This design comes from an exercise in tuning for small area, a short achievable clock period and few clock cycles per item on the open sky130 flow, not from production work. Only simulation tests tie the RTL to the original design; equivalence was not proved. Power figures rest on the tool's default switching activity, not on a simulated workload.

## rda_top
module rda_top (
	input  logic        clk,
	input  logic        rst,
	input  logic [63:0] req_a,
	input  logic [63:0] req_b,
	input  logic        req_cin,
	input  logic        req_valid,
	output logic        req_credit,
	output logic [64:0] rsp_sum,
	output logic        rsp_valid,
	input  logic        rsp_credit
);
==> flow/config.mk <==
export PLATFORM = sky130hd
export DESIGN_NAME = rda_top
export DESIGN_NICKNAME = rda_top
export VERILOG_FILES = /design/flow/design.v
export SDC_FILE = /design/flow/constraint.sdc
export NUM_CORES = 4
export LEC_CHECK = 0
export CAP_MARGIN = 20
export CORE_MARGIN = 2
export CORE_UTILIZATION = 40
export CTS_CLUSTER_DIAMETER = 80
export CTS_CLUSTER_SIZE = 30
export GPL_TIMING_DRIVEN = 0
export SETUP_SLACK_MARGIN = 1.75
export SLEW_MARGIN = 20
export SYNTH_HIERARCHICAL = 1
==> flow/constraint.sdc <==
create_clock -name core_clock -period 3.6 [get_ports {clk}]
set_input_delay 0.7200 -clock core_clock [delete_from_list [all_inputs] [get_ports {clk}]]
set_output_delay 0.7200 -clock core_clock [all_outputs]
set_load 0.01 [all_outputs]
standard.sh (not shown) runs the stock make flow with config.mk's settings and CLKGATE_MAP_FILE= SYNTH_SCRIPT=/design/flow/synth_recipe.tcl, a recipe that flattens the netlist after the stock synthesis.
==> flow/flow/run.sh <==
#!/bin/bash
# Layout flow: the standard synthesis and ORFS flow, with the port buffers
# made from plain buffers (buf_1, resized later by timing repair) instead of the
# delay cells buffer_ports picks by default.
set -euo pipefail
cd "$(dirname "$0")/.."
bash standard.sh synth > synth.log 2>&1
bash standard.sh "BUFFER_PORTS_ARGS=-buffer_cell sky130_fd_sc_hd__buf_1" finish > layout.log 2>&1
test -f out/final.def
Testbench counts at the start, summed over its fixed seeds: cycles 16,024, items 16,000.
Edit:
Settings changed: CTS_CLUSTER_DIAMETER 80 to 60, GPL_TIMING_DRIVEN 0 to not set.
After rerunning: The new run completed without violations. Global-route usage climbs by 1.0 points. Final cell count hardly moves. Cell area climbs slightly. Clock-buffer cell count climbs by 10. Critical path depth drops by 1. Worst setup slack gets better by 30 ps.
Edit:
Settings changed: CTS_CLUSTER_DIAMETER 60 to 70, CTS_CLUSTER_SIZE 30 to 24.
Synthesized area is unchanged. Clock-buffer cell count rose by 2. Worst setup slack improves by 3.4 ps. Global-route usage is about the same. Total power came out lower by a few percent. Sequential power stays flat. Routed wire length is about the same. Clock power is lower by roughly a tenth. Die area stays the same. Design area decreases slightly.
Edit:
Settings changed: CTS_CLUSTER_DIAMETER 70 to 80, CTS_CLUSTER_SIZE 24 to 30, SETUP_SLACK_MARGIN 1.75 to 1.82.
The new run finished clean.
Non-clock buffer count increases by 15.
Power decreases by about 1.6%.
Via count decreases by about 0.3%.
Hold slack is better by 13 ps.
Synthesized cell count does not change.
Critical path depth stays the same.
Wire length decreases by 0.67%.
Die area stays the same.
Edit:
Settings changed: CORE_UTILIZATION 40 to 50, SETUP_SLACK_MARGIN 1.82 to 1.75.
Clock skew drops by 3.5 ps.
Wire length falls by 5.6%.
Total power came out lower by 3.3%.
Maximum frequency falls by 0.50%.
Hold slack got worse by 5.8 ps.
Clock power is higher by 5.9%.
Sequential share of layout area came out higher by 2.2 points.
Synthesized cell count stays the same.
Core utilization is higher by 9.5 points.
Sequential cell count stays the same.


== 09-10 ==
rda_top again, from the RTL that the note above started with.
Settings: LEC_CHECK=0, CAP_MARGIN=20, CORE_MARGIN=2, CORE_UTILIZATION=40, CTS_CLUSTER_DIAMETER=80, CTS_CLUSTER_SIZE=30, SETUP_SLACK_MARGIN=1.75, SLEW_MARGIN=20, SYNTH_HIERARCHICAL=1; clock period 3.6 ns.
Scripts as last shown in full above: flow/flow/run.sh
09-10 finished every step from synthesis to the final layout, and the layout passed the timing, design-rule and antenna checks.
Testbench counts of 09-10, summed over its fixed seeds: cycles 16,024, items 16,000.
What 05-25 does differently from 09-10 at the input level:
Settings: TNS_END_PERCENT newly set to 10.
[summary]
Per the comparison of 05-25 with 09-10, layout cell share with drive strength beyond 1 went down 4.8 points, number of remaining DRC errors held, minimum clock period went up 0.11 ns.

## re-timing with driven ports
Ports are ideal in the flow. The routed layouts listed here were re-timed in OpenROAD. Step 1 sets driving cells, clkbuf_16 on the clock port and buf_2 on the other inputs (assumed; they add their load-dependent delay and slew). Step 2 times the ports against the registers' clock, not the clock port: input delays grow and output delays shrink by t, the midpoint of the rising clock arrivals with the driver on. Slacks: ideal ports / drivers / drivers and shift; pairs: ideal ports / drivers.
run | t, ns | setup slack, ns | hold WS [ns]
the first run of note 1 | 0.625 | 1.756 / 1.698 / 1.255 | 0.446 / 0.414 / 0.446
the second run of note 1 | 0.624 | 1.786 / 1.728 / 1.254 | 0.443 / 0.443 / 0.443
the third run of note 1 | 0.615 | 1.789 / 1.734 / 1.256 | 0.445 / 0.445 / 0.445
the fourth run of note 1 | 0.621 | 1.794 / 1.739 / 1.344 | 0.458 / 0.433 / 0.458
the fifth run of note 1 | 0.633 | 1.785 / 1.731 / 1.261 | 0.452 / 0.429 / 0.452
09-10 | 0.631 | 1.783 / 1.728 / 1.243 | 0.445 / 0.444 / 0.445
05-25 | 0.647 | 1.678 / 1.620 / 1.153 | 0.456 / 0.439 / 0.456
After both steps every run listed still meets setup and hold. The setup slack of 09-10, which loses most, moves by -0.055 ns with the drivers and by -0.540 ns with both steps.
